Source: an optimization exercise on an open RTL-to-GDS flow (aim: small area, a short achievable clock period and few clock cycles per item). Production flows keep margins and buffers that such runs may drop.
The RTL was checked by simulation tests, not by an equivalence proof against the original design.

==> flow/design.v <==
package sramMapPkg;
	typedef logic [17:0] sramAddr_t;
	typedef struct packed {
		logic [7:0] hi;
		logic [7:0] lo;
	} sramBytes_t;
	typedef union packed {
		logic [15:0] raw;
		sramBytes_t bytes;
	} sramWord_u;
	typedef enum logic [1:0] {
		PlaneY,
		PlaneU,
		PlaneV
	} plane_e;
	typedef struct packed {
		plane_e plane;
		sramAddr_t address;
	} readReq_t;
	typedef struct packed {
		plane_e plane;
		sramWord_u word;
	} readRet_t;
endpackage
package colorPkg;
	typedef logic [7:0] sample_t;
	typedef logic signed [31:0] fixed_t;
	typedef struct packed {
		fixed_t uEven;
		fixed_t uOdd;
		fixed_t vEven;
		fixed_t vOdd;
	} chromaPair_t;
	typedef struct packed {
		sample_t y0;
		sample_t y1;
		chromaPair_t chroma;
	} yuvPair_t;
	typedef struct packed {
		sample_t r;
		sample_t g;
		sample_t b;
	} rgbPixel_t;
	typedef struct packed {
		rgbPixel_t p0;
		rgbPixel_t p1;
	} rgbPair_t;
	localparam fixed_t Tap5 = 32'sd21;
	localparam fixed_t Tap3 = -32'sd52;
	localparam fixed_t Tap1 = 32'sd159;
	localparam fixed_t CoefY = 32'sd76284;
	localparam fixed_t CoefRv = 32'sd104595;
	localparam fixed_t CoefGu = -32'sd25624;
	localparam fixed_t CoefGv = -32'sd53281;
	localparam fixed_t CoefBu = 32'sd132251;
	localparam fixed_t LumaOffset = 32'sd16;
	localparam fixed_t ChromaOffset = 32'sd128;
	localparam fixed_t FilterRound = 32'sd128;
	localparam int FilterShift = 8;
endpackage
`timescale 1ns/1ns
module yuvToRgb (
	input logic Clock,
	input logic resetn,
	input logic start,
	input logic [15:0] readData,
	output logic done,
	output logic [17:0] sramAddress,
	output logic [15:0] sramWriteData,
	output logic sramWeN
);
	logic busy;
	logic wrQ;
	logic [7:0] pq;
	logic [2:0] ph;
	logic [8:0] wa;
	logic shen, shV, shHi;
	logic rdU, rdV, rdY, rkU, rkV, rkY;
	logic [7:0] win [12];
	logic [15:0] pendU, pendV, yw;
	logic [8:0] f, uc;
	logic [9:0] fc9;
	logic [9:0] fd1, fd2, fd3;
	logic [15:0] gb;
	logic [7:0] b0;
	function automatic logic [2:0] flagsOf(input logic [7:0] q);
		flagsOf = {q <= 8'd3, q >= 8'd159, q == 8'd163};
	endfunction
	logic [2:0] fl, nf, df;
	logic dfPro, dfEndC, dfOdd, flLastP;
	logic [1:0] dfQ;
	assign {dfPro, dfEndC} = df[2:1];
	assign dfQ = (ph == 3'd4) ? pq[1:0] + 2'd1 : pq[1:0];
	assign dfOdd = dfQ[0];
	assign flLastP = fl[0];
	logic [2:0] nph;
	logic dWr, dRdU, dRdV, dRdY, dSh, dShV, dShHi;
	logic [6:0] kc;
	logic [7:0] yc;
	assign nph = (ph == 3'd4) ? 3'd0 : ph + 3'd1;
	assign df = (ph == 3'd4) ? nf : fl;
	always_comb begin
		dWr = 1'b0; dRdU = 1'b0; dRdV = 1'b0; dRdY = 1'b0;
		dSh = 1'b0; dShV = 1'b0; dShHi = 1'b0;
		if (dfPro && !(dfQ == 2'd3 && nph > 3'd2)) begin
			case ({dfQ, nph})
				{2'd0, 3'd4}: dRdU = 1'b1;
				{2'd1, 3'd0}: dRdV = 1'b1;
				{2'd1, 3'd1}: begin dSh = 1'b1; dShHi = 1'b1; end
				{2'd1, 3'd2}: begin dSh = 1'b1; dShHi = 1'b1; dShV = 1'b1; end
				{2'd1, 3'd3}: begin dSh = 1'b1; dShHi = 1'b1; end
				{2'd1, 3'd4}: begin dSh = 1'b1; dShHi = 1'b1; dShV = 1'b1; end
				{2'd2, 3'd0}: begin dSh = 1'b1; dShHi = 1'b1; end
				{2'd2, 3'd1}: begin dSh = 1'b1; dShHi = 1'b1; dShV = 1'b1; end
				{2'd2, 3'd2}: begin dSh = 1'b1; dRdU = 1'b1; end
				{2'd2, 3'd3}: begin dSh = 1'b1; dShV = 1'b1; dRdV = 1'b1; end
				{2'd2, 3'd4}: begin dSh = 1'b1; dShHi = 1'b1; end
				{2'd3, 3'd0}: begin dSh = 1'b1; dShHi = 1'b1; dShV = 1'b1; dRdU = 1'b1; end
				{2'd3, 3'd1}: begin dSh = 1'b1; dRdY = 1'b1; end
				{2'd3, 3'd2}: begin dSh = 1'b1; dShV = 1'b1; end
				default: ;
			endcase
		end else begin
			case (nph)
				3'd0: begin
					dRdU = dfOdd && !dfEndC;
					dRdV = !dfOdd && !dfEndC;
				end
				3'd1: dRdY = !df[0];
				3'd2: begin
					dWr = !dfPro;
					dSh = 1'b1; dShV = 1'b1;
					dShHi = !dfOdd && !dfEndC;
				end
				3'd3: begin
					dWr = !dfPro;
					dSh = 1'b1;
					dShHi = dfOdd && !dfEndC;
				end
				default: dWr = !dfPro;
			endcase
		end
	end
	logic go, lastNow;
	assign go = start && !busy;
	assign lastNow = flLastP && (ph == 3'd4);
	always_ff @(posedge Clock or negedge resetn) begin
		if (!resetn) begin
			busy <= 1'b0;
			done <= 1'b0;
			wrQ <= 1'b0;
		end else begin
			if (go) begin
				busy <= 1'b1;
				done <= 1'b0;
			end else if (busy && lastNow) begin
				busy <= 1'b0;
				done <= 1'b1;
			end
			wrQ <= busy && !lastNow && !go && dWr;
		end
	end
	always_ff @(posedge Clock) begin
		if (go) begin
			pq <= 8'd0;
			ph <= 3'd4;
			fl <= flagsOf(8'd0);
			nf <= flagsOf(8'd1);
			wa <= 9'd0;
			kc <= 7'd0;
			yc <= 8'd0;
			sramAddress <= 18'd38400;
			rdU <= 1'b1; rdV <= 1'b0; rdY <= 1'b0;
			shen <= 1'b0; shV <= 1'b0; shHi <= 1'b0;
		end else begin
			ph <= nph;
			if (ph == 3'd4) begin
				pq <= pq + 8'd1;
				fl <= nf;
				nf <= flagsOf(pq + 8'd2);
			end
			if (dWr)
				wa <= wa + 9'd1;
			if (dRdV)
				kc <= kc + 7'd1;
			if (dRdY)
				yc <= yc + 8'd1;
			if (dWr)
				sramAddress <= {9'd287, wa};
			else if (dRdY)
				sramAddress <= {10'd0, yc};
			else if (dRdU)
				sramAddress <= {11'd300, kc};
			else
				sramAddress <= {11'd450, kc};
			rdU <= busy && dRdU;
			rdV <= busy && dRdV;
			rdY <= busy && dRdY;
			shen <= busy && dSh;
			shV <= dShV;
			shHi <= dShHi;
		end
		rkU <= rdU;
		rkV <= rdV;
		rkY <= rdY;
	end
	assign sramWeN = !wrQ;
	logic [7:0] shIn;
	logic [8:0] sA, sB, sC;
	assign sA = {1'b0, win[0]} + {1'b0, win[10]};
	assign sB = {1'b0, win[2]} + {1'b0, win[8]};
	assign sC = {1'b0, win[4]} + {1'b0, win[6]};
	always_comb begin
		case ({shV, shHi})
			2'b00: shIn = pendU[7:0];
			2'b01: shIn = pendU[15:8];
			2'b10: shIn = pendV[7:0];
			default: shIn = pendV[15:8];
		endcase
	end
	always_ff @(posedge Clock) begin
		if (rkU)
			pendU <= readData;
		if (rkV)
			pendV <= readData;
		if (rkY)
			yw <= readData;
		if (shen) begin
			for (int i = 0; i < 11; i++)
				win[i] <= win[i + 1];
			win[11] <= shIn;
		end
		fc9 <= {1'b0, sC} + 10'd45;
		fd1 <= {1'b0, sA} - {1'b0, sC} + 10'd512;
		fd2 <= {1'b0, sA} - {1'b0, sB} + 10'd512;
		fd3 <= {1'b0, sC} - {1'b0, sB} + 10'd512;
	end
	logic [22:0] lum;
	logic [7:0] ysel;
	logic [8:0] pu, pv;
	assign pu = uc;
wire lm_1;
wire lm_2;
wire lm_3;
wire lm_4;
wire lm_5;
wire lm_6;
wire lm_7;
wire lm_8;
wire lm_9;
wire lm_10;
wire lm_11;
wire lm_12;
wire lm_13;
wire lm_14;
wire lm_15;
wire lm_16;
wire lm_17;
wire lm_18;
wire lm_19;
wire lm_20;
wire lm_21;
wire lm_22;
wire lm_23;
wire lm_24;
wire lm_25;
wire lm_26;
wire lm_27;
wire lm_28;
wire lm_29;
wire lm_30;
wire lm_31;
wire lm_32;
wire lm_33;
wire lm_34;
wire lm_35;
wire lm_36;
wire lm_37;
wire lm_38;
wire lm_39;
wire lm_40;
wire lm_41;
wire lm_42;
wire lm_43;
wire lm_44;
wire lm_45;
wire lm_46;
wire lm_47;
wire lm_48;
wire lm_49;
wire lm_50;
wire lm_51;
wire lm_52;
wire lm_53;
wire lm_54;
wire lm_55;
wire lm_56;
wire lm_57;
wire lm_58;
wire lm_59;
wire lm_60;
wire lm_61;
wire lm_62;
wire lm_63;
wire lm_64;
assign lm_1 = ysel[0];
assign lm_2 = ~ysel[1];
assign lm_3 = ~ysel[2];
assign lm_4 = ~ysel[3];
assign lm_5 = ~ysel[4];
assign lm_6 = ~ysel[5];
assign lm_7 = ~ysel[6];
assign lm_8 = ~ysel[7];
assign lm_9 = ~ysel[6];
assign lm_10 = ~ysel[7];
assign lm_11 = ~ysel[6];
assign lm_12 = ~ysel[7];
assign lm_13 = ~ysel[5];
assign lm_14 = ~ysel[6];
assign lm_15 = ~ysel[7];
assign lm_16 = ~ysel[7];
HA lm_17_i (ysel[5], ysel[3], lm_17, lm_18);
HA lm_19_i (ysel[4], ysel[1], lm_19, lm_20);
HA lm_21_i (ysel[5], ysel[2], lm_21, lm_22);
HA lm_23_i (ysel[2], ysel[0], lm_23, lm_24);
FA lm_25_i (ysel[3], ysel[1], ysel[4], lm_25, lm_26);
FA lm_27_i (ysel[4], ysel[2], ysel[5], lm_27, lm_28);
FA lm_29_i (ysel[0], ysel[6], lm_8, lm_29, lm_30);
FA lm_31_i (ysel[7], lm_9, lm_18, lm_31, lm_32);
FA lm_33_i (ysel[6], lm_10, lm_20, lm_33, lm_34);
FA lm_35_i (ysel[3], ysel[7], lm_11, lm_35, lm_36);
HA lm_37_i (ysel[4], ysel[6], lm_37, lm_38);
HA lm_39_i (ysel[0], ysel[1], lm_39, lm_40);
FA lm_41_i (ysel[1], ysel[2], lm_4, lm_41, lm_42);
FA lm_43_i (ysel[3], lm_5, lm_23, lm_43, lm_44);
FA lm_45_i (lm_6, lm_24, lm_25, lm_45, lm_46);
FA lm_47_i (lm_7, lm_26, lm_27, lm_47, lm_48);
FA lm_49_i (lm_17, lm_28, lm_29, lm_49, lm_50);
FA lm_51_i (lm_19, lm_30, lm_31, lm_51, lm_52);
FA lm_53_i (lm_21, lm_32, lm_33, lm_53, lm_54);
FA lm_55_i (lm_22, lm_35, lm_34, lm_55, lm_56);
FA lm_57_i (lm_12, lm_37, lm_36, lm_57, lm_58);
FA lm_59_i (ysel[7], lm_13, lm_38, lm_59, lm_60);
HA lm_61_i (ysel[5], lm_14, lm_61, lm_62);
HA lm_63_i (ysel[6], lm_15, lm_63, lm_64);
wire [22:0] lum_d = {lm_16, lm_62, lm_61, lm_59, lm_57, lm_54, lm_52, lm_50, lm_48, lm_46, lm_44, lm_42, lm_40, lm_3, lm_2, ysel[0], ~ysel[6], ~ysel[5], ~ysel[4], ~ysel[3], ~ysel[2], ~ysel[1], lm_1} + {lm_64, lm_63, lm_60, lm_58, lm_56, lm_55, lm_53, lm_51, lm_49, lm_47, lm_45, lm_43, lm_41, lm_39, 1'b0, ~ysel[7], 1'b0, 1'b0, 1'b0, 1'b0, 1'b0, ~ysel[0], 1'b0};
wire cr_1;
wire cr_2;
wire cr_3;
wire cr_4;
wire cr_5;
wire cr_6;
wire cr_7;
wire cr_8;
wire cr_9;
wire cr_10;
wire cr_11;
wire cr_12;
wire cr_13;
wire cr_14;
wire cr_15;
wire cr_16;
wire cr_17;
wire cr_18;
wire cr_19;
wire cr_20;
wire cr_21;
wire cr_22;
wire cr_23;
wire cr_24;
wire cr_25;
wire cr_26;
wire cr_27;
wire cr_28;
wire cr_29;
wire cr_30;
wire cr_31;
wire cr_32;
wire cr_33;
wire cr_34;
wire cr_35;
wire cr_36;
wire cr_37;
wire cr_38;
wire cr_39;
wire cr_40;
wire cr_41;
wire cr_42;
wire cr_43;
wire cr_44;
wire cr_45;
wire cr_46;
wire cr_47;
wire cr_48;
wire cr_49;
wire cr_50;
wire cr_51;
wire cr_52;
wire cr_53;
wire cr_54;
wire cr_55;
wire cr_56;
wire cr_57;
wire cr_58;
wire cr_59;
wire cr_60;
wire cr_61;
wire cr_62;
wire cr_63;
wire cr_64;
wire cr_65;
wire cr_66;
wire cr_67;
wire cr_68;
wire cr_69;
wire cr_70;
wire cr_71;
wire cr_72;
wire cr_73;
wire cr_74;
wire cr_75;
wire cr_76;
wire cr_77;
wire cr_78;
wire cr_79;
wire cr_80;
wire cr_81;
wire cr_82;
wire cr_83;
wire cr_84;
wire cr_85;
wire cr_86;
wire cr_87;
wire cr_88;
wire cr_89;
wire cr_90;
wire cr_91;
wire cr_92;
wire cr_93;
wire cr_94;
wire cr_95;
wire cr_96;
wire cr_97;
wire cr_98;
wire cr_99;
wire cr_100;
wire cr_101;
wire cr_102;
wire cr_103;
wire cr_104;
wire cr_105;
wire cr_106;
wire cr_107;
wire cr_108;
wire cr_109;
wire cr_110;
wire cr_111;
wire cr_112;
wire cr_113;
wire cr_114;
wire cr_115;
wire cr_116;
wire cr_117;
wire cr_118;
wire cr_119;
wire cr_120;
wire cr_121;
wire cr_122;
wire cr_123;
wire cr_124;
wire cr_125;
wire cr_126;
wire cr_127;
wire cr_128;
wire cr_129;
wire cr_130;
wire cr_131;
wire cr_132;
wire cr_133;
wire cr_134;
wire cr_135;
wire cr_136;
wire cr_137;
wire cr_138;
assign cr_1 = pv[0];
assign cr_2 = ~lum[4];
assign cr_3 = ~lum[6];
assign cr_4 = ~lum[7];
assign cr_5 = ~lum[10];
assign cr_6 = ~lum[12];
assign cr_7 = ~lum[14];
assign cr_8 = ~lum[16];
assign cr_9 = ~lum[20];
assign cr_10 = ~lum[22];
assign cr_11 = ~pv[8];
assign cr_12 = ~pv[8];
FA cr_13_i (lum[5], pv[5], pv[3], cr_13, cr_14);
FA cr_15_i (pv[6], pv[4], pv[1], cr_15, cr_16);
FA cr_17_i (pv[7], pv[5], pv[2], cr_17, cr_18);
FA cr_19_i (lum[8], pv[8], pv[6], cr_19, cr_20);
HA cr_21_i (lum[9], pv[7], cr_21, cr_22);
HA cr_23_i (pv[8], pv[5], cr_23, cr_24);
FA cr_25_i (lum[11], pv[6], pv[0], cr_25, cr_26);
HA cr_27_i (pv[7], pv[1], cr_27, cr_28);
FA cr_29_i (lum[13], pv[8], pv[2], cr_29, cr_30);
HA cr_31_i (lum[12], ~pv[4], cr_31, cr_32);
FA cr_33_i (pv[3], ~pv[5], ~pv[1], cr_33, cr_34);
FA cr_35_i (lum[15], pv[4], pv[0], cr_35, cr_36);
HA cr_37_i (lum[14], ~pv[6], cr_37, cr_38);
FA cr_39_i (pv[5], pv[1], ~pv[7], cr_39, cr_40);
HA cr_41_i (~pv[3], cr_8, cr_41, cr_42);
FA cr_43_i (lum[17], pv[6], pv[2], cr_43, cr_44);
FA cr_45_i (lum[16], ~pv[8], ~pv[4], cr_45, cr_46);
FA cr_47_i (lum[18], pv[7], pv[3], cr_47, cr_48);
HA cr_49_i (lum[19], pv[8], cr_49, cr_50);
HA cr_51_i (lum[2], pv[2], cr_51, cr_52);
FA cr_53_i (lum[3], pv[3], pv[1], cr_53, cr_54);
FA cr_55_i (pv[4], pv[2], ~pv[6], cr_55, cr_56);
FA cr_57_i (pv[0], lum[4], ~pv[7], cr_57, cr_58);
FA cr_59_i (~pv[8], cr_3, cr_14, cr_59, cr_60);
FA cr_61_i (lum[6], cr_4, cr_16, cr_61, cr_62);
FA cr_63_i (pv[3], lum[7], cr_18, cr_63, cr_64);
FA cr_65_i (pv[4], ~pv[0], cr_21, cr_65, cr_66);
FA cr_67_i (~pv[1], cr_5, cr_22, cr_67, cr_68);
FA cr_69_i (lum[10], ~pv[2], cr_24, cr_69, cr_70);
FA cr_71_i (~pv[3], cr_6, cr_27, cr_71, cr_72);
FA cr_73_i (~pv[0], cr_28, cr_31, cr_73, cr_74);
FA cr_75_i (cr_7, cr_32, cr_30, cr_75, cr_76);
FA cr_77_i (~pv[2], cr_37, cr_35, cr_77, cr_78);
FA cr_79_i (cr_38, cr_41, cr_36, cr_79, cr_80);
FA cr_81_i (cr_42, cr_43, cr_40, cr_81, cr_82);
FA cr_83_i (~pv[5], cr_44, cr_47, cr_83, cr_84);
FA cr_85_i (pv[4], ~pv[6], cr_49, cr_85, cr_86);
FA cr_87_i (pv[5], ~pv[7], cr_9, cr_87, cr_88);
FA cr_89_i (lum[21], pv[6], lum[20], cr_89, cr_90);
HA cr_91_i (lum[0], pv[0], cr_91, cr_92);
FA cr_93_i (lum[1], pv[1], ~pv[3], cr_93, cr_94);
FA cr_95_i (pv[0], ~pv[4], cr_51, cr_95, cr_96);
FA cr_97_i (~pv[5], cr_52, cr_53, cr_97, cr_98);
FA cr_99_i (cr_2, cr_54, cr_55, cr_99, cr_100);
FA cr_101_i (cr_13, cr_56, cr_57, cr_101, cr_102);
FA cr_103_i (cr_15, cr_58, cr_59, cr_103, cr_104);
FA cr_105_i (cr_17, cr_60, cr_61, cr_105, cr_106);
FA cr_107_i (cr_19, cr_62, cr_63, cr_107, cr_108);
FA cr_109_i (cr_20, cr_65, cr_64, cr_109, cr_110);
FA cr_111_i (cr_23, cr_66, cr_67, cr_111, cr_112);
FA cr_113_i (cr_25, cr_68, cr_69, cr_113, cr_114);
FA cr_115_i (cr_26, cr_70, cr_71, cr_115, cr_116);
FA cr_117_i (cr_29, cr_72, cr_73, cr_117, cr_118);
FA cr_119_i (cr_33, cr_74, cr_75, cr_119, cr_120);
FA cr_121_i (cr_34, cr_76, cr_77, cr_121, cr_122);
FA cr_123_i (cr_39, cr_78, cr_79, cr_123, cr_124);
FA cr_125_i (cr_45, cr_80, cr_81, cr_125, cr_126);
FA cr_127_i (cr_46, cr_83, cr_82, cr_127, cr_128);
FA cr_129_i (cr_48, cr_85, cr_84, cr_129, cr_130);
FA cr_131_i (cr_50, cr_87, cr_86, cr_131, cr_132);
FA cr_133_i (~pv[8], cr_89, cr_88, cr_133, cr_134);
FA cr_135_i (pv[7], cr_10, cr_90, cr_135, cr_136);
HA cr_137_i (lum[22], cr_11, cr_137, cr_138);
wire [16:0] cr_lo = {1'b0, {cr_116, cr_114, cr_112, cr_111, cr_108, cr_106, cr_104, cr_102, cr_100, cr_98, cr_96, cr_94, cr_92, ~pv[2], ~pv[1], cr_1}} + {1'b0, {cr_117, cr_115, cr_113, cr_110, cr_109, cr_107, cr_105, cr_103, cr_101, cr_99, cr_97, cr_95, cr_93, cr_91, ~pv[0], 1'b0}};
logic [22:0] cr_r;
wire [22:0] cr_d = {cr_lo[16], cr_138, cr_136, cr_134, cr_132, cr_130, cr_128, cr_127, cr_125, cr_123, cr_121, cr_119, cr_12, cr_137, cr_135, cr_133, cr_131, cr_129, cr_126, cr_124, cr_122, cr_120, cr_118};
wire [10:0] cr_x = {cr_r[10], cr_r[9], cr_r[8], cr_r[7], cr_r[6], cr_r[5], cr_r[4], cr_r[3], cr_r[2], cr_r[1], cr_r[0]} + {cr_r[21], cr_r[20], cr_r[19], cr_r[18], cr_r[17], cr_r[16], cr_r[15], cr_r[14], cr_r[13], cr_r[12], cr_r[11]} + {10'd0, cr_r[22]};
wire cg_1;
wire cg_2;
wire cg_3;
wire cg_4;
wire cg_5;
wire cg_6;
wire cg_7;
wire cg_8;
wire cg_9;
wire cg_10;
wire cg_11;
wire cg_12;
wire cg_13;
wire cg_14;
wire cg_15;
wire cg_16;
wire cg_17;
wire cg_18;
wire cg_19;
wire cg_20;
wire cg_21;
wire cg_22;
wire cg_23;
wire cg_24;
wire cg_25;
wire cg_26;
wire cg_27;
wire cg_28;
wire cg_29;
wire cg_30;
wire cg_31;
wire cg_32;
wire cg_33;
wire cg_34;
wire cg_35;
wire cg_36;
wire cg_37;
wire cg_38;
wire cg_39;
wire cg_40;
wire cg_41;
wire cg_42;
wire cg_43;
wire cg_44;
wire cg_45;
wire cg_46;
wire cg_47;
wire cg_48;
wire cg_49;
wire cg_50;
wire cg_51;
wire cg_52;
wire cg_53;
wire cg_54;
wire cg_55;
wire cg_56;
wire cg_57;
wire cg_58;
wire cg_59;
wire cg_60;
wire cg_61;
wire cg_62;
wire cg_63;
wire cg_64;
wire cg_65;
wire cg_66;
wire cg_67;
wire cg_68;
wire cg_69;
wire cg_70;
wire cg_71;
wire cg_72;
wire cg_73;
wire cg_74;
wire cg_75;
wire cg_76;
wire cg_77;
wire cg_78;
wire cg_79;
wire cg_80;
wire cg_81;
wire cg_82;
wire cg_83;
wire cg_84;
wire cg_85;
wire cg_86;
wire cg_87;
wire cg_88;
wire cg_89;
wire cg_90;
wire cg_91;
wire cg_92;
wire cg_93;
wire cg_94;
wire cg_95;
wire cg_96;
wire cg_97;
wire cg_98;
wire cg_99;
wire cg_100;
wire cg_101;
wire cg_102;
wire cg_103;
wire cg_104;
wire cg_105;
wire cg_106;
wire cg_107;
wire cg_108;
wire cg_109;
wire cg_110;
wire cg_111;
wire cg_112;
wire cg_113;
wire cg_114;
wire cg_115;
wire cg_116;
wire cg_117;
wire cg_118;
wire cg_119;
wire cg_120;
wire cg_121;
wire cg_122;
wire cg_123;
wire cg_124;
wire cg_125;
wire cg_126;
wire cg_127;
wire cg_128;
wire cg_129;
wire cg_130;
wire cg_131;
wire cg_132;
wire cg_133;
wire cg_134;
wire cg_135;
wire cg_136;
wire cg_137;
wire cg_138;
wire cg_139;
wire cg_140;
wire cg_141;
wire cg_142;
wire cg_143;
wire cg_144;
wire cg_145;
wire cg_146;
wire cg_147;
wire cg_148;
wire cg_149;
wire cg_150;
wire cg_151;
wire cg_152;
wire cg_153;
wire cg_154;
wire cg_155;
wire cg_156;
wire cg_157;
wire cg_158;
wire cg_159;
wire cg_160;
wire cg_161;
wire cg_162;
wire cg_163;
wire cg_164;
wire cg_165;
wire cg_166;
wire cg_167;
wire cg_168;
wire cg_169;
wire cg_170;
wire cg_171;
wire cg_172;
wire cg_173;
wire cg_174;
wire cg_175;
wire cg_176;
wire cg_177;
wire cg_178;
wire cg_179;
wire cg_180;
wire cg_181;
wire cg_182;
wire cg_183;
wire cg_184;
assign cg_1 = pv[0];
assign cg_2 = ~lum[5];
assign cg_3 = ~lum[6];
assign cg_4 = ~lum[7];
assign cg_5 = ~lum[9];
assign cg_6 = ~lum[11];
assign cg_7 = ~lum[13];
assign cg_8 = ~lum[15];
assign cg_9 = ~lum[17];
assign cg_10 = ~lum[18];
assign cg_11 = ~lum[19];
assign cg_12 = ~lum[20];
assign cg_13 = ~lum[21];
assign cg_14 = ~lum[22];
assign cg_15 = ~lum[22];
assign cg_16 = ~lum[22];
FA cg_17_i (lum[14], pu[3], pv[2], cg_17, cg_18);
FA cg_19_i (pu[4], pv[3], ~pu[7], cg_19, cg_20);
FA cg_21_i (lum[16], pu[5], pv[4], cg_21, cg_22);
HA cg_23_i (lum[15], ~pu[8], cg_23, cg_24);
FA cg_25_i (pu[6], pv[5], ~pu[4], cg_25, cg_26);
FA cg_27_i (pu[7], pv[6], lum[17], cg_27, cg_28);
HA cg_29_i (pu[8], pv[7], cg_29, cg_30);
HA cg_31_i (lum[3], pu[2], cg_31, cg_32);
FA cg_33_i (lum[4], pu[3], ~pu[1], cg_33, cg_34);
FA cg_35_i (pu[4], ~pu[2], ~pv[7], cg_35, cg_36);
FA cg_37_i (pu[5], lum[5], ~pu[3], cg_37, cg_38);
HA cg_39_i (~pv[8], ~pv[3], cg_39, cg_40);
FA cg_41_i (pu[6], lum[6], ~pu[4], cg_41, cg_42);
HA cg_43_i (~pv[4], cg_4, cg_43, cg_44);
FA cg_45_i (lum[8], pu[7], lum[7], cg_45, cg_46);
FA cg_47_i (~pu[5], ~pu[0], ~pv[5], cg_47, cg_48);
FA cg_49_i (pu[8], ~pu[6], ~pu[1], cg_49, cg_50);
HA cg_51_i (~pv[6], cg_5, cg_51, cg_52);
FA cg_53_i (lum[10], lum[9], ~pu[7], cg_53, cg_54);
FA cg_55_i (~pu[2], ~pv[7], ~pv[0], cg_55, cg_56);
FA cg_57_i (pu[0], ~pu[8], ~pu[3], cg_57, cg_58);
FA cg_59_i (~pv[8], ~pv[1], cg_6, cg_59, cg_60);
FA cg_61_i (lum[12], pu[1], pv[0], cg_61, cg_62);
FA cg_63_i (lum[11], ~pu[4], ~pv[2], cg_63, cg_64);
FA cg_65_i (pu[2], pv[1], ~pu[5], cg_65, cg_66);
FA cg_67_i (~pu[0], ~pv[3], cg_7, cg_67, cg_68);
FA cg_69_i (lum[13], ~pu[6], ~pu[1], cg_69, cg_70);
FA cg_71_i (~pv[4], ~pv[0], cg_17, cg_71, cg_72);
FA cg_73_i (~pu[2], ~pv[5], ~pv[1], cg_73, cg_74);
FA cg_75_i (cg_8, cg_18, cg_19, cg_75, cg_76);
FA cg_77_i (~pu[3], ~pv[6], ~pv[2], cg_77, cg_78);
FA cg_79_i (cg_23, cg_21, cg_20, cg_79, cg_80);
FA cg_81_i (~pv[7], ~pv[3], cg_9, cg_81, cg_82);
FA cg_83_i (cg_24, cg_22, cg_25, cg_83, cg_84);
FA cg_85_i (~pu[5], ~pv[8], ~pv[4], cg_85, cg_86);
FA cg_87_i (cg_10, cg_27, cg_26, cg_87, cg_88);
FA cg_89_i (lum[18], ~pu[6], ~pv[5], cg_89, cg_90);
FA cg_91_i (cg_11, cg_29, cg_28, cg_91, cg_92);
FA cg_93_i (pv[8], lum[19], ~pu[7], cg_93, cg_94);
FA cg_95_i (~pv[6], cg_12, cg_30, cg_95, cg_96);
FA cg_97_i (lum[20], ~pu[8], ~pv[7], cg_97, cg_98);
HA cg_99_i (~pu[0], ~pv[5], cg_99, cg_100);
FA cg_101_i (~pv[6], ~pv[1], cg_32, cg_101, cg_102);
FA cg_103_i (~pv[2], cg_2, cg_34, cg_103, cg_104);
FA cg_105_i (cg_3, cg_39, cg_36, cg_105, cg_106);
FA cg_107_i (cg_40, cg_43, cg_38, cg_107, cg_108);
FA cg_109_i (cg_44, cg_45, cg_42, cg_109, cg_110);
FA cg_111_i (cg_51, cg_46, cg_48, cg_111, cg_112);
FA cg_113_i (cg_52, cg_50, cg_53, cg_113, cg_114);
FA cg_115_i (cg_54, cg_56, cg_57, cg_115, cg_116);
FA cg_117_i (cg_61, cg_58, cg_60, cg_117, cg_118);
FA cg_119_i (cg_62, cg_64, cg_65, cg_119, cg_120);
FA cg_121_i (cg_66, cg_68, cg_69, cg_121, cg_122);
FA cg_123_i (cg_70, cg_73, cg_72, cg_123, cg_124);
FA cg_125_i (cg_74, cg_77, cg_76, cg_125, cg_126);
FA cg_127_i (cg_78, cg_81, cg_80, cg_127, cg_128);
FA cg_129_i (cg_82, cg_85, cg_84, cg_129, cg_130);
FA cg_131_i (cg_86, cg_89, cg_91, cg_131, cg_132);
FA cg_133_i (cg_90, cg_93, cg_95, cg_133, cg_134);
FA cg_135_i (cg_13, cg_94, cg_97, cg_135, cg_136);
FA cg_137_i (lum[21], ~pv[8], cg_14, cg_137, cg_138);
HA cg_139_i (lum[1], pu[0], cg_139, cg_140);
FA cg_141_i (lum[2], pu[1], ~pv[4], cg_141, cg_142);
FA cg_143_i (~pv[0], cg_31, cg_99, cg_143, cg_144);
FA cg_145_i (cg_100, cg_33, cg_101, cg_145, cg_146);
FA cg_147_i (cg_35, cg_102, cg_103, cg_147, cg_148);
FA cg_149_i (cg_37, cg_104, cg_105, cg_149, cg_150);
FA cg_151_i (cg_41, cg_106, cg_107, cg_151, cg_152);
FA cg_153_i (cg_47, cg_108, cg_109, cg_153, cg_154);
FA cg_155_i (cg_49, cg_110, cg_111, cg_155, cg_156);
FA cg_157_i (cg_55, cg_112, cg_113, cg_157, cg_158);
FA cg_159_i (cg_59, cg_114, cg_115, cg_159, cg_160);
FA cg_161_i (cg_63, cg_116, cg_117, cg_161, cg_162);
FA cg_163_i (cg_67, cg_118, cg_119, cg_163, cg_164);
FA cg_165_i (cg_71, cg_120, cg_121, cg_165, cg_166);
FA cg_167_i (cg_122, cg_75, cg_123, cg_167, cg_168);
FA cg_169_i (cg_79, cg_124, cg_125, cg_169, cg_170);
FA cg_171_i (cg_83, cg_126, cg_127, cg_171, cg_172);
FA cg_173_i (cg_87, cg_128, cg_129, cg_173, cg_174);
FA cg_175_i (cg_88, cg_131, cg_130, cg_175, cg_176);
FA cg_177_i (cg_92, cg_133, cg_132, cg_177, cg_178);
FA cg_179_i (cg_96, cg_135, cg_134, cg_179, cg_180);
FA cg_181_i (cg_98, cg_137, cg_136, cg_181, cg_182);
HA cg_183_i (cg_15, cg_138, cg_183, cg_184);
wire [16:0] cg_lo = {1'b0, {cg_162, cg_160, cg_158, cg_156, cg_154, cg_152, cg_150, cg_148, cg_146, cg_144, cg_142, cg_140, ~pv[3], lum[0], ~pv[1], cg_1}} + {1'b0, {cg_163, cg_161, cg_159, cg_157, cg_155, cg_153, cg_151, cg_149, cg_147, cg_145, cg_143, cg_141, cg_139, ~pv[2], ~pv[0], 1'b0}};
logic [22:0] cg_r;
wire [22:0] cg_d = {cg_lo[16], cg_184, cg_182, cg_180, cg_178, cg_176, cg_175, cg_173, cg_171, cg_169, cg_167, cg_165, cg_16, cg_183, cg_181, cg_179, cg_177, cg_174, cg_172, cg_170, cg_168, cg_166, cg_164};
wire [10:0] cg_x = {cg_r[10], cg_r[9], cg_r[8], cg_r[7], cg_r[6], cg_r[5], cg_r[4], cg_r[3], cg_r[2], cg_r[1], cg_r[0]} + {cg_r[21], cg_r[20], cg_r[19], cg_r[18], cg_r[17], cg_r[16], cg_r[15], cg_r[14], cg_r[13], cg_r[12], cg_r[11]} + {10'd0, cg_r[22]};
wire cb_1;
wire cb_2;
wire cb_3;
wire cb_4;
wire cb_5;
wire cb_6;
wire cb_7;
wire cb_8;
wire cb_9;
wire cb_10;
wire cb_11;
wire cb_12;
wire cb_13;
wire cb_14;
wire cb_15;
wire cb_16;
wire cb_17;
wire cb_18;
wire cb_19;
wire cb_20;
wire cb_21;
wire cb_22;
wire cb_23;
wire cb_24;
wire cb_25;
wire cb_26;
wire cb_27;
wire cb_28;
wire cb_29;
wire cb_30;
wire cb_31;
wire cb_32;
wire cb_33;
wire cb_34;
wire cb_35;
wire cb_36;
wire cb_37;
wire cb_38;
wire cb_39;
wire cb_40;
wire cb_41;
wire cb_42;
wire cb_43;
wire cb_44;
wire cb_45;
wire cb_46;
wire cb_47;
wire cb_48;
wire cb_49;
wire cb_50;
wire cb_51;
wire cb_52;
wire cb_53;
wire cb_54;
wire cb_55;
wire cb_56;
wire cb_57;
wire cb_58;
wire cb_59;
wire cb_60;
wire cb_61;
wire cb_62;
wire cb_63;
wire cb_64;
wire cb_65;
wire cb_66;
wire cb_67;
wire cb_68;
wire cb_69;
wire cb_70;
wire cb_71;
wire cb_72;
wire cb_73;
wire cb_74;
wire cb_75;
wire cb_76;
wire cb_77;
wire cb_78;
wire cb_79;
wire cb_80;
wire cb_81;
wire cb_82;
wire cb_83;
wire cb_84;
wire cb_85;
wire cb_86;
wire cb_87;
wire cb_88;
wire cb_89;
wire cb_90;
wire cb_91;
wire cb_92;
wire cb_93;
wire cb_94;
wire cb_95;
wire cb_96;
wire cb_97;
wire cb_98;
wire cb_99;
wire cb_100;
wire cb_101;
wire cb_102;
wire cb_103;
wire cb_104;
wire cb_105;
wire cb_106;
wire cb_107;
wire cb_108;
wire cb_109;
wire cb_110;
wire cb_111;
wire cb_112;
wire cb_113;
wire cb_114;
assign cb_1 = pu[0];
assign cb_2 = ~lum[0];
assign cb_3 = ~lum[4];
assign cb_4 = ~lum[6];
assign cb_5 = ~lum[7];
assign cb_6 = ~lum[9];
assign cb_7 = ~lum[10];
assign cb_8 = ~lum[11];
assign cb_9 = ~lum[13];
assign cb_10 = ~lum[17];
assign cb_11 = ~lum[19];
assign cb_12 = ~lum[20];
assign cb_13 = ~lum[21];
assign cb_14 = ~lum[22];
assign cb_15 = ~pu[8];
assign cb_16 = ~pu[8];
FA cb_17_i (lum[5], pu[2], pu[0], cb_17, cb_18);
FA cb_19_i (pu[3], pu[1], ~pu[8], cb_19, cb_20);
FA cb_21_i (pu[4], pu[2], lum[6], cb_21, cb_22);
FA cb_23_i (lum[8], pu[5], pu[3], cb_23, cb_24);
HA cb_25_i (pu[0], lum[7], cb_25, cb_26);
FA cb_27_i (pu[6], pu[4], pu[1], cb_27, cb_28);
FA cb_29_i (pu[7], pu[5], pu[2], cb_29, cb_30);
FA cb_31_i (pu[8], pu[6], pu[3], cb_31, cb_32);
HA cb_33_i (lum[12], pu[7], cb_33, cb_34);
HA cb_35_i (lum[1], lum[0], cb_35, cb_36);
HA cb_37_i (lum[2], ~pu[4], cb_37, cb_38);
FA cb_39_i (lum[3], pu[0], ~pu[5], cb_39, cb_40);
FA cb_41_i (pu[1], ~pu[6], ~pu[4], cb_41, cb_42);
FA cb_43_i (lum[4], ~pu[7], ~pu[5], cb_43, cb_44);
FA cb_45_i (~pu[6], cb_4, cb_18, cb_45, cb_46);
FA cb_47_i (~pu[7], cb_5, cb_21, cb_47, cb_48);
FA cb_49_i (~pu[8], cb_25, cb_22, cb_49, cb_50);
FA cb_51_i (cb_6, cb_26, cb_24, cb_51, cb_52);
FA cb_53_i (lum[9], cb_7, cb_28, cb_53, cb_54);
FA cb_55_i (lum[10], cb_8, cb_30, cb_55, cb_56);
FA cb_57_i (pu[4], lum[11], cb_33, cb_57, cb_58);
FA cb_59_i (pu[8], pu[5], cb_9, cb_59, cb_60);
HA cb_61_i (lum[14], pu[6], cb_61, cb_62);
HA cb_63_i (lum[15], pu[7], cb_63, cb_64);
HA cb_65_i (lum[16], pu[8], cb_65, cb_66);
HA cb_67_i (~pu[2], ~pu[0], cb_67, cb_68);
FA cb_69_i (~pu[3], ~pu[1], cb_35, cb_69, cb_70);
FA cb_71_i (~pu[2], cb_36, cb_37, cb_71, cb_72);
FA cb_73_i (~pu[3], cb_38, cb_39, cb_73, cb_74);
FA cb_75_i (cb_3, cb_40, cb_41, cb_75, cb_76);
FA cb_77_i (cb_17, cb_42, cb_43, cb_77, cb_78);
FA cb_79_i (cb_44, cb_19, cb_45, cb_79, cb_80);
FA cb_81_i (cb_20, cb_46, cb_47, cb_81, cb_82);
FA cb_83_i (cb_23, cb_48, cb_49, cb_83, cb_84);
FA cb_85_i (cb_27, cb_50, cb_51, cb_85, cb_86);
FA cb_87_i (cb_29, cb_52, cb_53, cb_87, cb_88);
FA cb_89_i (cb_31, cb_54, cb_55, cb_89, cb_90);
FA cb_91_i (cb_32, cb_57, cb_56, cb_91, cb_92);
FA cb_93_i (cb_34, cb_59, cb_58, cb_93, cb_94);
FA cb_95_i (lum[13], cb_61, cb_60, cb_95, cb_96);
FA cb_97_i (pu[0], cb_62, cb_63, cb_97, cb_98);
FA cb_99_i (pu[1], cb_64, cb_65, cb_99, cb_100);
FA cb_101_i (pu[2], cb_10, cb_66, cb_101, cb_102);
FA cb_103_i (lum[18], pu[3], lum[17], cb_103, cb_104);
HA cb_105_i (pu[4], cb_11, cb_105, cb_106);
FA cb_107_i (pu[5], lum[19], cb_12, cb_107, cb_108);
FA cb_109_i (pu[6], lum[20], cb_13, cb_109, cb_110);
FA cb_111_i (pu[7], lum[21], cb_14, cb_111, cb_112);
HA cb_113_i (lum[22], cb_15, cb_113, cb_114);
wire [16:0] cb_lo = {1'b0, {cb_93, cb_90, cb_88, cb_86, cb_84, cb_82, cb_80, cb_78, cb_76, cb_74, cb_72, cb_70, cb_68, cb_2, ~pu[1], cb_1}} + {1'b0, {cb_92, cb_91, cb_89, cb_87, cb_85, cb_83, cb_81, cb_79, cb_77, cb_75, cb_73, cb_71, cb_69, cb_67, ~pu[0], 1'b0}};
logic [22:0] cb_r;
wire [22:0] cb_d = {cb_lo[16], cb_114, cb_112, cb_111, cb_109, cb_107, cb_104, cb_102, cb_101, cb_99, cb_96, cb_94, cb_16, cb_113, cb_110, cb_108, cb_106, cb_105, cb_103, cb_100, cb_98, cb_97, cb_95};
wire [10:0] cb_x = {cb_r[10], cb_r[9], cb_r[8], cb_r[7], cb_r[6], cb_r[5], cb_r[4], cb_r[3], cb_r[2], cb_r[1], cb_r[0]} + {cb_r[21], cb_r[20], cb_r[19], cb_r[18], cb_r[17], cb_r[16], cb_r[15], cb_r[14], cb_r[13], cb_r[12], cb_r[11]} + {10'd0, cb_r[22]};
wire fl_1;
wire fl_2;
wire fl_3;
wire fl_4;
wire fl_5;
wire fl_6;
wire fl_7;
wire fl_8;
wire fl_9;
wire fl_10;
wire fl_11;
wire fl_12;
wire fl_13;
wire fl_14;
wire fl_15;
wire fl_16;
wire fl_17;
wire fl_18;
wire fl_19;
wire fl_20;
wire fl_21;
wire fl_22;
wire fl_23;
wire fl_24;
wire fl_25;
wire fl_26;
wire fl_27;
wire fl_28;
wire fl_29;
wire fl_30;
wire fl_31;
wire fl_32;
wire fl_33;
wire fl_34;
wire fl_35;
wire fl_36;
wire fl_37;
wire fl_38;
wire fl_39;
wire fl_40;
wire fl_41;
wire fl_42;
wire fl_43;
wire fl_44;
wire fl_45;
wire fl_46;
wire fl_47;
wire fl_48;
wire fl_49;
wire fl_50;
HA fl_1_i (fc9[0], fd3[2], fl_1, fl_2);
FA fl_3_i (fc9[1], fd3[3], fd1[8], fl_3, fl_4);
FA fl_5_i (fc9[2], fd3[4], fd1[9], fl_5, fl_6);
HA fl_7_i (fc9[3], fd3[5], fl_7, fl_8);
HA fl_9_i (fc9[4], fd3[6], fl_9, fl_10);
HA fl_11_i (fd3[0], fd1[5], fl_11, fl_12);
FA fl_13_i (fd3[1], fd1[6], fd2[2], fl_13, fl_14);
FA fl_15_i (fd1[7], fd2[3], fd2[5], fl_15, fl_16);
FA fl_17_i (fd2[4], fd2[6], fl_2, fl_17, fl_18);
FA fl_19_i (fd2[5], fd2[7], fl_4, fl_19, fl_20);
FA fl_21_i (fd2[6], fd2[8], fl_7, fl_21, fl_22);
FA fl_23_i (fd2[7], fd2[9], fl_8, fl_23, fl_24);
FA fl_25_i (fc9[5], fd3[7], fd2[8], fl_25, fl_26);
HA fl_27_i (fc9[6], fd3[8], fl_27, fl_28);
HA fl_29_i (fd1[4], fd2[0], fl_29, fl_30);
FA fl_31_i (fd2[1], fd2[3], fl_11, fl_31, fl_32);
FA fl_33_i (fd2[4], fl_12, fl_13, fl_33, fl_34);
FA fl_35_i (fl_1, fl_14, fl_15, fl_35, fl_36);
FA fl_37_i (fl_16, fl_3, fl_17, fl_37, fl_38);
FA fl_39_i (fl_5, fl_18, fl_19, fl_39, fl_40);
FA fl_41_i (fl_6, fl_21, fl_20, fl_41, fl_42);
FA fl_43_i (fl_9, fl_22, fl_23, fl_43, fl_44);
FA fl_45_i (fl_10, fl_25, fl_24, fl_45, fl_46);
FA fl_47_i (fd2[9], fl_27, fl_26, fl_47, fl_48);
FA fl_49_i (fc9[7], fd3[9], fl_28, fl_49, fl_50);
wire fl_c_p0 = fd1[0] ^ 1'b0;
wire fl_c_g0 = fd1[0] & 1'b0;
wire fl_c_p1 = fd1[1] ^ 1'b0;
wire fl_c_g1 = fd1[1] & 1'b0;
wire fl_c_p2 = fd1[2] ^ fd2[0];
wire fl_c_g2 = fd1[2] & fd2[0];
wire fl_c_p3 = fd1[3] ^ fd2[1];
wire fl_c_g3 = fd1[3] & fd2[1];
wire fl_c_p4 = fd2[2] ^ fl_29;
wire fl_c_g4 = fd2[2] & fl_29;
wire fl_c_p5 = fl_30 ^ fl_31;
wire fl_c_g5 = fl_30 & fl_31;
wire fl_c_p6 = fl_32 ^ fl_33;
wire fl_c_g6 = fl_32 & fl_33;
wire fl_c_p7 = fl_34 ^ fl_35;
wire fl_c_g7 = fl_34 & fl_35;
wire fl_c_p8 = fl_36 ^ fl_37;
wire fl_c_g8 = fl_36 & fl_37;
wire fl_c_p9 = fl_38 ^ fl_39;
wire fl_c_g9 = fl_38 & fl_39;
wire fl_c_p10 = fl_40 ^ fl_41;
wire fl_c_g10 = fl_40 & fl_41;
wire fl_c_p11 = fl_43 ^ fl_42;
wire fl_c_g11 = fl_43 & fl_42;
wire fl_c_p12 = fl_44 ^ fl_45;
wire fl_c_g12 = fl_44 & fl_45;
wire fl_c_p13 = fl_47 ^ fl_46;
wire fl_c_g13 = fl_47 & fl_46;
wire fl_c_p14 = fl_49 ^ fl_48;
wire fl_c_g14 = fl_49 & fl_48;
wire fl_c_p15 = fc9[8] ^ fl_50;
wire fl_c_g15 = fc9[8] & fl_50;
wire fl_c_p16 = fc9[9] ^ 1'b0;
wire fl_c_g16 = fc9[9] & 1'b0;
wire fl_c_G1 = fl_c_g1 | (fl_c_p1 & fl_c_g0);
wire fl_c_P1 = fl_c_p1 & fl_c_p0;
wire fl_c_G2 = fl_c_g3 | (fl_c_p3 & fl_c_g2);
wire fl_c_P2 = fl_c_p3 & fl_c_p2;
wire fl_c_G3 = fl_c_g5 | (fl_c_p5 & fl_c_g4);
wire fl_c_P3 = fl_c_p5 & fl_c_p4;
wire fl_c_G4 = fl_c_g7 | (fl_c_p7 & fl_c_g6);
wire fl_c_P4 = fl_c_p7 & fl_c_p6;
wire fl_c_G5 = fl_c_g9 | (fl_c_p9 & fl_c_g8);
wire fl_c_P5 = fl_c_p9 & fl_c_p8;
wire fl_c_G6 = fl_c_g11 | (fl_c_p11 & fl_c_g10);
wire fl_c_P6 = fl_c_p11 & fl_c_p10;
wire fl_c_G7 = fl_c_g13 | (fl_c_p13 & fl_c_g12);
wire fl_c_P7 = fl_c_p13 & fl_c_p12;
wire fl_c_G8 = fl_c_g15 | (fl_c_p15 & fl_c_g14);
wire fl_c_P8 = fl_c_p15 & fl_c_p14;
wire fl_c_G9 = fl_c_g2 | (fl_c_p2 & fl_c_G1);
wire fl_c_P9 = fl_c_p2 & fl_c_P1;
wire fl_c_G10 = fl_c_G2 | (fl_c_P2 & fl_c_G1);
wire fl_c_P10 = fl_c_P2 & fl_c_P1;
wire fl_c_G11 = fl_c_g6 | (fl_c_p6 & fl_c_G3);
wire fl_c_P11 = fl_c_p6 & fl_c_P3;
wire fl_c_G12 = fl_c_G4 | (fl_c_P4 & fl_c_G3);
wire fl_c_P12 = fl_c_P4 & fl_c_P3;
wire fl_c_G13 = fl_c_g10 | (fl_c_p10 & fl_c_G5);
wire fl_c_P13 = fl_c_p10 & fl_c_P5;
wire fl_c_G14 = fl_c_G6 | (fl_c_P6 & fl_c_G5);
wire fl_c_P14 = fl_c_P6 & fl_c_P5;
wire fl_c_G15 = fl_c_g14 | (fl_c_p14 & fl_c_G7);
wire fl_c_P15 = fl_c_p14 & fl_c_P7;
wire fl_c_G16 = fl_c_G8 | (fl_c_P8 & fl_c_G7);
wire fl_c_P16 = fl_c_P8 & fl_c_P7;
wire fl_c_G17 = fl_c_g4 | (fl_c_p4 & fl_c_G10);
wire fl_c_P17 = fl_c_p4 & fl_c_P10;
wire fl_c_G18 = fl_c_G3 | (fl_c_P3 & fl_c_G10);
wire fl_c_P18 = fl_c_P3 & fl_c_P10;
wire fl_c_G19 = fl_c_G11 | (fl_c_P11 & fl_c_G10);
wire fl_c_P19 = fl_c_P11 & fl_c_P10;
wire fl_c_G20 = fl_c_G12 | (fl_c_P12 & fl_c_G10);
wire fl_c_P20 = fl_c_P12 & fl_c_P10;
wire fl_c_G21 = fl_c_g12 | (fl_c_p12 & fl_c_G14);
wire fl_c_P21 = fl_c_p12 & fl_c_P14;
wire fl_c_G22 = fl_c_G7 | (fl_c_P7 & fl_c_G14);
wire fl_c_P22 = fl_c_P7 & fl_c_P14;
wire fl_c_G23 = fl_c_G15 | (fl_c_P15 & fl_c_G14);
wire fl_c_P23 = fl_c_P15 & fl_c_P14;
wire fl_c_G24 = fl_c_G16 | (fl_c_P16 & fl_c_G14);
wire fl_c_P24 = fl_c_P16 & fl_c_P14;
wire fl_c_G25 = fl_c_g8 | (fl_c_p8 & fl_c_G20);
wire fl_c_P25 = fl_c_p8 & fl_c_P20;
wire fl_c_G26 = fl_c_G5 | (fl_c_P5 & fl_c_G20);
wire fl_c_P26 = fl_c_P5 & fl_c_P20;
wire fl_c_G27 = fl_c_G13 | (fl_c_P13 & fl_c_G20);
wire fl_c_P27 = fl_c_P13 & fl_c_P20;
wire fl_c_G28 = fl_c_G14 | (fl_c_P14 & fl_c_G20);
wire fl_c_P28 = fl_c_P14 & fl_c_P20;
wire fl_c_G29 = fl_c_G21 | (fl_c_P21 & fl_c_G20);
wire fl_c_P29 = fl_c_P21 & fl_c_P20;
wire fl_c_G30 = fl_c_G22 | (fl_c_P22 & fl_c_G20);
wire fl_c_P30 = fl_c_P22 & fl_c_P20;
wire fl_c_G31 = fl_c_G23 | (fl_c_P23 & fl_c_G20);
wire fl_c_P31 = fl_c_P23 & fl_c_P20;
wire fl_c_G32 = fl_c_G24 | (fl_c_P24 & fl_c_G20);
wire fl_c_P32 = fl_c_P24 & fl_c_P20;
wire fl_c_G33 = fl_c_g16 | (fl_c_p16 & fl_c_G32);
wire fl_c_P33 = fl_c_p16 & fl_c_P32;
wire fl_c_s1 = fl_c_p1 ^ fl_c_g0;
wire fl_c_s2 = fl_c_p2 ^ fl_c_G1;
wire fl_c_s3 = fl_c_p3 ^ fl_c_G9;
wire fl_c_s4 = fl_c_p4 ^ fl_c_G10;
wire fl_c_s5 = fl_c_p5 ^ fl_c_G17;
wire fl_c_s6 = fl_c_p6 ^ fl_c_G18;
wire fl_c_s7 = fl_c_p7 ^ fl_c_G19;
wire fl_c_s8 = fl_c_p8 ^ fl_c_G20;
wire fl_c_s9 = fl_c_p9 ^ fl_c_G25;
wire fl_c_s10 = fl_c_p10 ^ fl_c_G26;
wire fl_c_s11 = fl_c_p11 ^ fl_c_G27;
wire fl_c_s12 = fl_c_p12 ^ fl_c_G28;
wire fl_c_s13 = fl_c_p13 ^ fl_c_G29;
wire fl_c_s14 = fl_c_p14 ^ fl_c_G30;
wire fl_c_s15 = fl_c_p15 ^ fl_c_G31;
wire fl_c_s16 = fl_c_p16 ^ fl_c_G32;
wire [8:0] fl_q = {fl_c_s16, fl_c_s15, fl_c_s14, fl_c_s13, fl_c_s12, fl_c_s11, fl_c_s10, fl_c_s9, fl_c_s8};
	function automatic logic [7:0] clip(input logic [10:0] x);
		if (x[10:9] == 2'b00)
			clip = 8'd0;
		else if (x[10] || (x[9] && x[8]))
			clip = 8'd255;
		else
			clip = x[7:0];
	endfunction
	logic [7:0] cR, cG, cB;
	assign cR = clip(cr_x);
	assign cG = clip(cg_x);
	assign cB = clip(cb_x);
	always_ff @(posedge Clock) begin
		f <= fl_q;
		uc <= (ph == 3'd4) ? {win[3][7], !win[3][7], win[3][6:0]} : f;
		pv <= (ph == 3'd4) ? {win[4][7], !win[4][7], win[4][6:0]} : fl_q;
		ysel <= (ph == 3'd3) ? yw[15:8] : yw[7:0];
		lum <= lum_d;
		cr_r <= cr_d;
		cg_r <= cg_d;
		cb_r <= cb_d;
		b0 <= cB;
		gb <= {cG, cB};
		case (ph)
			3'd1: sramWriteData <= {cR, cG};
			3'd2: sramWriteData <= {b0, cR};
			default: sramWriteData <= gb;
		endcase
	end
endmodule
module FA(input a, input b, input c, output s, output co);
	assign s = a ^ b ^ c;
	assign co = (a & b) | (a & c) | (b & c);
endmodule
module HA(input a, input b, output s, output co);
	assign s = a ^ b;
	assign co = a & b;
endmodule
==> flow/flow/run.sh <==
#!/bin/bash
set -euo pipefail
bash standard.sh SETUP_SLACK_MARGIN=8.5 "BUFFER_PORTS_ARGS=-buffer_cell sky130_fd_sc_hd__buf_2" finish > standard.log 2>&1
==> flow/standard.sh <==
#!/bin/bash
# synth_recipe.tcl (not shown) runs the flow's synth.tcl, then flattens the netlist and writes it again
# the make line also repeats each setting of config.mk as NAME=value (left out here)
make -C /OpenROAD-flow-scripts/flow DESIGN_CONFIG=/design/flow/config.mk WORK_HOME=/design/flow/orfs CLKGATE_MAP_FILE= SYNTH_SCRIPT=/design/flow/synth_recipe.tcl "${@:-finish}"
==> flow/config.mk <==
export PLATFORM = sky130hd
export DESIGN_NAME = yuvToRgb
export DESIGN_NICKNAME = yuvToRgb
export VERILOG_FILES = /design/flow/design.v
export SDC_FILE = /design/flow/constraint.sdc
export NUM_CORES = 4
export LEC_CHECK = 0
export CAP_MARGIN = 20
export CORE_MARGIN = 2
export CORE_UTILIZATION = 40
export CTS_CLUSTER_DIAMETER = 100
export CTS_CLUSTER_SIZE = 30
export SETUP_SLACK_MARGIN = 5
export SLEW_MARGIN = 20
export SYNTH_HIERARCHICAL = 1
export SYNTH_MINIMUM_KEEP_SIZE = 0
==> flow/constraint.sdc <==
create_clock -name core_clock -period 12.0 [get_ports {Clock}]
set_input_delay 2.4000 -clock core_clock [delete_from_list [all_inputs] [get_ports {Clock}]]
set_output_delay 2.4000 -clock core_clock [all_outputs]
set_load 0.01 [all_outputs]
==> results of run 1 <==
[flip-flops by register name, summed over array words and instances, names as in the netlist, 8 cells and up]
register / cells
cb_r: 23
cg_r: 23
cr_r: 23
f: 9
fc9: 10
fd1: 8
fd2: 10
fd3: 10
gb: 9
lum: 23
pendU: 16
pendV: 16
pq: 8
pv: 9
sramAddress: 14
sramWriteData: 16
uc: 9
wa: 9
win: 96
yc: 8
ysel: 8
yw: 16
[final timing paths]
check	start	to
max	done$_DFFE_PN0P_	done
min	rdU$_SDFF_PP1_	rkU$_DFF_P_
max reg2reg	fc9[1]$_DFF_P_	pv[8]$_DFF_P_
min reg2reg	rdU$_SDFF_PP1_	rkU$_DFF_P_
max in group asynchronous	resetn	wrQ$_DFF_PN0_
min in group asynchronous	resetn	done$_DFFE_PN0P_
[cell usage in the layout, fill, tap and decap left out, types with 5 or more instances in the layout]
cell type	count
buf_4	17
dfxtp_2	20
nand2_1	114
and3_1	20
nor3_1	35
edfxtp_1	144
nand2b_1	20
mux2i_1	7
o211ai_1	8
dfxtp_1	240
o21bai_1	8
clkbuf_16	20
inv_1	96
a22oi_1	18
clkbuf_1	5
nand4_1	18
ha_1	201
o21ai_0	74
buf_2	52
a31oi_1	11
mux4_2	8
a21o_1	45
or3_1	9
o311ai_0	12
nor2b_1	17
o21ai_1	5
nand3_1	23
xor2_1	43
nor2_1	93
a211oi_1	8
o21a_1	9
a21boi_0	6
mux2_2	15
nor4_1	5
xnor2_1	77
and2_1	10
fa_1	213
a21oi_1	94
[kinds of logic (layout without fill, tap and decap cells)]
| group | count (synthesis) | after routing | synth area share |
|---|---|---|---|
| adders and majority gates | 417 | 417 | 0.301 |
| buffers and inverters | 138 | 201 | 0.0245 |
| muxes | 30 | 30 | 0.0185 |
| DFF | 408 | 408 | 0.424 |
| AOI/OAI and AO/OA | 348 | 348 | 0.102 |
| other | 1 | 1 | 0.000165 |
| and+or+nand+nor | 388 | 388 | 0.0839 |
| xor gates and xnor gates | 120 | 120 | 0.0463 |
[through the flow]
step,setup WS [ns],hold WS [ns],area [sq um]
finish,8.48,0.342,24600
global route,8.42,0.359,24600
CTS,8.45,0.349,24500
detailed placement,8.19,0.319,23800
global placement,8.18,0.315,23800
floorplan,8.62,0.310,22700
[modules after synthesis, one instance, submodules excluded]
module    cells inside  times used  cell area, sq um  flip-flops and latches
yuvToRgb          1605           1             18100                     408
FA                   1         202              20.0                       0
HA                   1          43              12.5                       0
[layer usage]
layer	track usage	wire, microns	vias to the layer above
met5	0	0	-
met3	0.0266	2440	79
met1	0.229	22300	6762
li1	-	-	6604
met4	0.0517	1430	0
met2	0.271	21800	318
[layout make-up]
| cell class | instances | share of cell area |
|---|---|---|
| Clock inverter | 5 | 0.00315 |
| Clock buffer | 25 | 0.0211 |
| Tap cell | 756 | 0.0385 |
| Timing Repair Buffer | 70 | 0.0162 |
| Multi-Input combinational cell | 1304 | 0.513 |
| Sequential cell | 408 | 0.393 |
| Inverter | 101 | 0.0160 |
[what timing repair did]
action,in CTS,in global routing
endpoints found under the setup margin,5,19
setup buffers,3,8
pin swaps,0,1
gates cloned,0,0
endpoints found under the hold margin,0,0
gates resized for setup,21,19
==> run_results.csv, run 1 <==
group,metric,value,unit
logic_synthesis,yosysTopAreaCellShare,0.230,
grt,grt_max_degree,56,
grt,grt_remaining_overflow,0,
setup_path,crit_required,9.60,ns
logic_synthesis,synth_top_cell_by_area,"dfxtp_1",
setup_path,worstPathArrival,1.12,ns
floorplanning,rows,87,
drt,first_pass_iters,5,
setup_path,crit_family,"flip-flops",
setup_path,path_class,"reg -> out",
drt,drc,0,
setup_path,cp_max_fo,2,
sta,tns,0,ns
placement,port_buffers,53,
final_layout,regArea,0.00965,sq mm
clock_network,htreeDepth,1,
clock_network,clk_latency,0.55,ns
logic_synthesis,async_flop_share,0.00735,
logic_synthesis,synth_nets,2286,
final_layout,stdcell_count,2669,
sta,drv_slew,0,
min_path,min_path_cells,0,
run_status,status,"finished clean",
sta,setup_violations,0,
placement,hpwl,37.8,mm
floorplanning,core,0.0563,sq mm
run,max_cap_violations,0,
sta,skew,0.0309,ns
setup_path,reg2reg_slack,8.61,ns
clock_network,cts_hold_buf,0,
sta,tightest_slew,0.833,ns
sta,relSlewSlack,0.444,
logic_synthesis,synth-edff-count,144,
logic_synthesis,seq_area_frac_synth,0.424,
logic_synthesis,syn_inst,1850,
setup_path,path_cells,"buf_2",
grt,grtUsageTotal,0.167,
logic_synthesis,synth_cell_type_count,83,
clock_network,clk_pin_slew,0.10,ns
logic_synthesis,yosys.cell_count.top_type,"dfxtp_1",
clock_network,cts_tree,"done",
grt,grt_first_pass_wirelength,78.1,mm
floorplanning,die_h,242,microns
setup_path,cp.depth,1,
final_layout,antenna_cells,0,
floorplanning,die_w,242,microns
setup_path,cp-end-kind,"output pin",
drt,viasPerCell,5.16,
logic_synthesis,yosys_warnings,8,
final_layout,multi_input_area,0.0126,sq mm
drt,drt-initial-drc-count,770,
setup_path,cp_num_buf_inv,1,
logic_synthesis,synth_common_cells,"dfxtp_1 (261), fa_1 (214), ha_1 (203)",
clock_network,cts_buffers,19,
drt,drtAntennaViolNets,0,
grt,grt_pass1_vias,14600,
drt,routedWlPerCell,18.0,microns
logic_synthesis,synth-main-ff-cell,"dfxtp_1",
final_layout,area_delta_synth_final,8.38,%
clock_network,clkSinkCount,408,
sta,rsz0062_at_grt,"true",
setup_path,cpPeakStageDelay,0.42,ns
setup_path,worstSetupStartpointType,"register",
sta,fmax,284,MHz
final_layout,nets,2340,
clock_network,clk_path_buf_depth,3,
sta,period_needed,3.52,ns
sta,finalHoldViolCount,0,
setup_path,cp_slowest_cell,"dfrtp_1",
setup_path,worstRegToRegCells,10,
drt,vias,13800,
logic_synthesis,avgSynthCellArea,12.3,sq um
placement,place_congestion,0.883,
clock_network,root_buffer,"clkbuf_16",
floorplanning,ios,55,
logic_synthesis,netlist_area,0.0227,sq mm
grt,antenna_found_initial,1,
floorplanning,die-area,0.0587,sq mm
drt,drt_wl_total,48.0,mm
floorplanning,start_util,0.403,
min_path,min_path_type,"reg -> reg",
final_layout,drive_gt1_frac,0.0946,
logic_synthesis,ys_top_cells_by_area,"dfxtp_1 (23%), edfxtp_1 (19%), fa_1 (19%), ha_1 (11%), xnor2_1 (3.0%)",
sta,fin_crit_sh,0.294,
final_layout,nFillCells,5152,
final_layout,final_core_util,0.437,
logic_synthesis,synth-seq-cells,408,
placement,dp.cells,2628,
Testbench counts, summed over its fixed seeds: cycles 26,144, rows 32.
==> inputs of run 2 (changes only) <==
--- a/flow/config.mk
+++ b/flow/config.mk
@@ -11,3 +11,3 @@
 export CTS_CLUSTER_DIAMETER = 100
-export CTS_CLUSTER_SIZE = 30
+export CTS_CLUSTER_SIZE = 25
 export SETUP_SLACK_MARGIN = 5
==> run 2 against run 1 <==
Sequential share of layout area about the same; die area is the same; final area is essentially flat; first-iteration DRC count up 0.91%; worst setup slack improved by 0.015 ns; final cell count hardly changed; global-route usage hardly changed; routed wire length barely moved; flip-flop and latch count did not move; highest routed layer unchanged.
==> run_results.csv, run 2 <==
group,metric,value,unit
logic_synthesis,synth_nets,2286,
clock_network,htreeDepth,1,
logic_synthesis,avgSynthCellArea,12.3,sq um
sta,fmax,285,MHz
final_layout,stdcell_count,2671,
logic_synthesis,synth_top_cell_by_area,"dfxtp_1",
sta,tightest_slew,0.810,ns
drt,drt_wl_total,48.0,mm
sta,finalHoldViolCount,0,
sta,tns,0,ns
grt,grt_pass1_vias,14600,
logic_synthesis,ys_top_cells_by_area,"dfxtp_1 (23%), edfxtp_1 (19%), fa_1 (19%), ha_1 (11%), xnor2_1 (3.0%)",
grt,antenna_found_initial,1,
sta,layout_setup_ws,8.49,ns
logic_synthesis,synth-adder-area-share,0.301,
grt,met1_usage,0.231,
setup_path,cp-startpoint,"done$_DFFE_PN0P_",
floorplanning,start_util,0.403,
clock_network,cts_tree,"done",
drt,drtAntennaViolNets,0,
placement,place_congestion,0.883,
setup_path,path_cells,"buf_2",
setup_path,r2r_start,"fc9[1]$_DFF_P_",
final_layout,nFillCells,5151,
final_layout,final_common_cell,"dfxtp_1",
setup_path,crit_family,"flip-flops",
sta,period_needed,3.51,ns
placement,dp.cells,2628,
min_path,min_path_type,"reg -> reg",
placement,hpwl,37.8,mm
drt,routedWlPerCell,18.0,microns
setup_path,worstPathArrival,1.11,ns
final_layout,largest-register,"win",
final_layout,antenna_cells,0,
logic_synthesis,synth-seq-cells,408,
logic_synthesis,synth_cell_type_count,83,
clock_network,clk_pin_slew,0.10,ns
grt,grt_util_met2,0.276,
floorplanning,rows,87,
logic_synthesis,synth-edff-count,144,
final_layout,largest_register_ffs,96,
grt,grt_use_met3,0.0236,
final_layout,regArea,0.00965,sq mm
floorplanning,core,0.0563,sq mm
setup_path,cp-end-kind,"output pin",
drt,drt-initial-drc-count,777,
sta,relSlewSlack,0.453,
setup_path,worstRegToRegCells,10,
clock_network,cts_buffers,21,
placement,place_area,0.0238,sq mm
drt,drc,0,
setup_path,worstSetupStartpointType,"register",
sta,drv_slew,0,
setup_path,cpPeakStageDelay,0.41,ns
grt,grt_remaining_overflow,0,
grt,busiest_layer,"met2",
final_layout,area_delta_synth_final,8.44,%
clock_network,clk_latency,0.55,ns
drt,vias,13800,
clock_network,clk_path_buf_depth,3,
setup_path,reg2reg_slack,8.60,ns
clock_network,root_buffer,"clkbuf_16",
setup_path,timing.rr.end,"pv[8]$_DFF_P_",
logic_synthesis,netlist_area,0.0227,sq mm
floorplanning,die_h,242,microns
drt,first_pass_iters,4,
setup_path,cp.depth,1,
sta,fin_crit_sh,0.292,
run,max_cap_violations,0,
run_status,status,"finished clean",
logic_synthesis,synthSimpleGateAreaFrac,0.0839,
clock_network,cts_hold_buf,0,
floorplanning,ios,55,
setup_path,worstSetupEndpoint,"done",
setup_path,cp_num_buf_inv,1,
grt,grt_max_degree,56,
grt,grtUsageTotal,0.167,
drt,viasPerCell,5.17,
setup_path,cp_max_fo,2,
grt,grt_first_pass_wirelength,78.3,mm
logic_synthesis,synthXorXnorAreaFrac,0.0463,
sta,rsz0062_at_grt,"true",
logic_synthesis,synth_top_family_by_area,"adder cells",
floorplanning,die-area,0.0587,sq mm
logic_synthesis,synth_common_cells,"dfxtp_1 (261), fa_1 (214), ha_1 (203)",
placement,place_ws,8.19,ns
final_layout,final_area,0.0246,sq mm
logic_synthesis,synth-main-ff-cell,"dfxtp_1",
final_layout,multi_input_area,0.0126,sq mm
setup_path,path_class,"reg -> out",
sta,skew,0.0261,ns
logic_synthesis,yosys.cell_count.top_type,"dfxtp_1",
logic_synthesis,synth_compound_area_frac,0.102,
placement,port_buffers,53,
clock_network,clkSinkCount,408,
logic_synthesis,yosysTopAreaCellShare,0.230,
final_layout,nets,2339,
logic_synthesis,async_flop_share,0.00735,
logic_synthesis,seq_area_frac_synth,0.424,
floorplanning,die_w,242,microns
sta,setup_violations,0,
final_layout,final_cell_mix,"dfxtp_1 (241), fa_1 (213), ha_1 (201)",
final_layout,drive_gt1_frac,0.0924,
logic_synthesis,syn_inst,1850,
setup_path,cp_slowest_cell,"dfrtp_1",
logic_synthesis,synth.area.mux_share,0.0185,
setup_path,crit_required,9.60,ns
logic_synthesis,yosys_warnings,8,
[run 2: Yosys stat by module (local to each module, per instance)]
module	area, sq um	copies in the design
FA	20.0	202
HA	12.5	43
yuvToRgb	18100	1
[run 2: worst min-delay path by stage]
stage | from | endpoint | slack (ns) | depth (start not counted)
2_1_floorplan | rdU$_SDFF_PP1_ | rkU$_DFF_P_ | 0.31 | 0
3_3_place_gp | rdY$_SDFF_PP0_ | rkY$_DFF_P_ | 0.32 | 0
3_5_place_dp | rdU$_SDFF_PP1_ | rkU$_DFF_P_ | 0.32 | 0
4_1_cts | rdV$_SDFF_PP0_ | rkV$_DFF_P_ | 0.35 | 0
5_1_grt | rdU$_SDFF_PP1_ | rkU$_DFF_P_ | 0.36 | 0
6_report | rdU$_SDFF_PP1_ | rkU$_DFF_P_ | 0.34 | 0
[run 2: metrics by stage]
stage	util	hold slack (ns)
after floorplan	-	0.310
after global placement	0.422	0.315
after detailed placement	0.422	0.319
after CTS	0.435	0.346
after global routing	0.437	0.358
final	0.437	0.339
[run 2: kinds of logic after synthesis]
family                   count (synthesis)
adder cells (fa/ha/maj)                417
flip-flops                             408
AND/OR/NAND/NOR                        388
AO/OA/AOI/OAI                          348
buffers and inverters                  138
XOR/XNOR                               120
multiplexers                            30
other                                    1
[run 2: per-layer routing]
metal / vias to the layer above / part of all wire
met2: 309 / 0.46
li1: 6604 / -
met5: - / 0
met4: 0 / 0.021
met1: 6836 / 0.47
met3: 64 / 0.049
[run 2: repair_timing]
action                     in CTS  in global routing
pin swaps                       0                  1
gates resized for setup        21                 17
hold endpoints to repair        0                  0
buffers inserted                3                  5
setup endpoints to repair       5                 14
[run 2: area by class of cell]
cell class	count	share of cell area
clock buffers	30	0.0227
clock inverters	5	0.00315
inverters	101	0.0159
multi-input cells	1304	0.512
flip-flops and latches	408	0.392
well taps	756	0.0384
repair buffers	67	0.0153

==> what the ideal ports hide <==
The flow's constraints put no driver on any port. The routed layouts listed below were extracted and timed again, unchanged, in two steps. Step 1, drivers: a clkbuf_16 drives Clock and a buf_2 each remaining input, both assumed. Step 2 adds t to the input delays and takes it off the output delays; t is the mean of the earliest and latest rising clock arrival at the registers after step 1. Input paths then give back, and output paths get back, about the clock's delay inside the block. a / b / c = ideal ports / drivers / drivers and shift; a / b = the first two.
run	t (ns)	slack for setup (ns)	worst setup path at the end	worst data-port slew with drivers (ns)	cell pins on the clock port's net
run 1	0.593	8.478 / 8.423 / 8.170	input to register	0.06	1
run 2	0.597	8.492 / 8.437 / 8.176	input to register	0.05	1
After both steps every run listed still meets setup and hold. The setup slack of run 2, which loses most, moves by -0.055 ns with the drivers and by -0.316 ns with both steps.
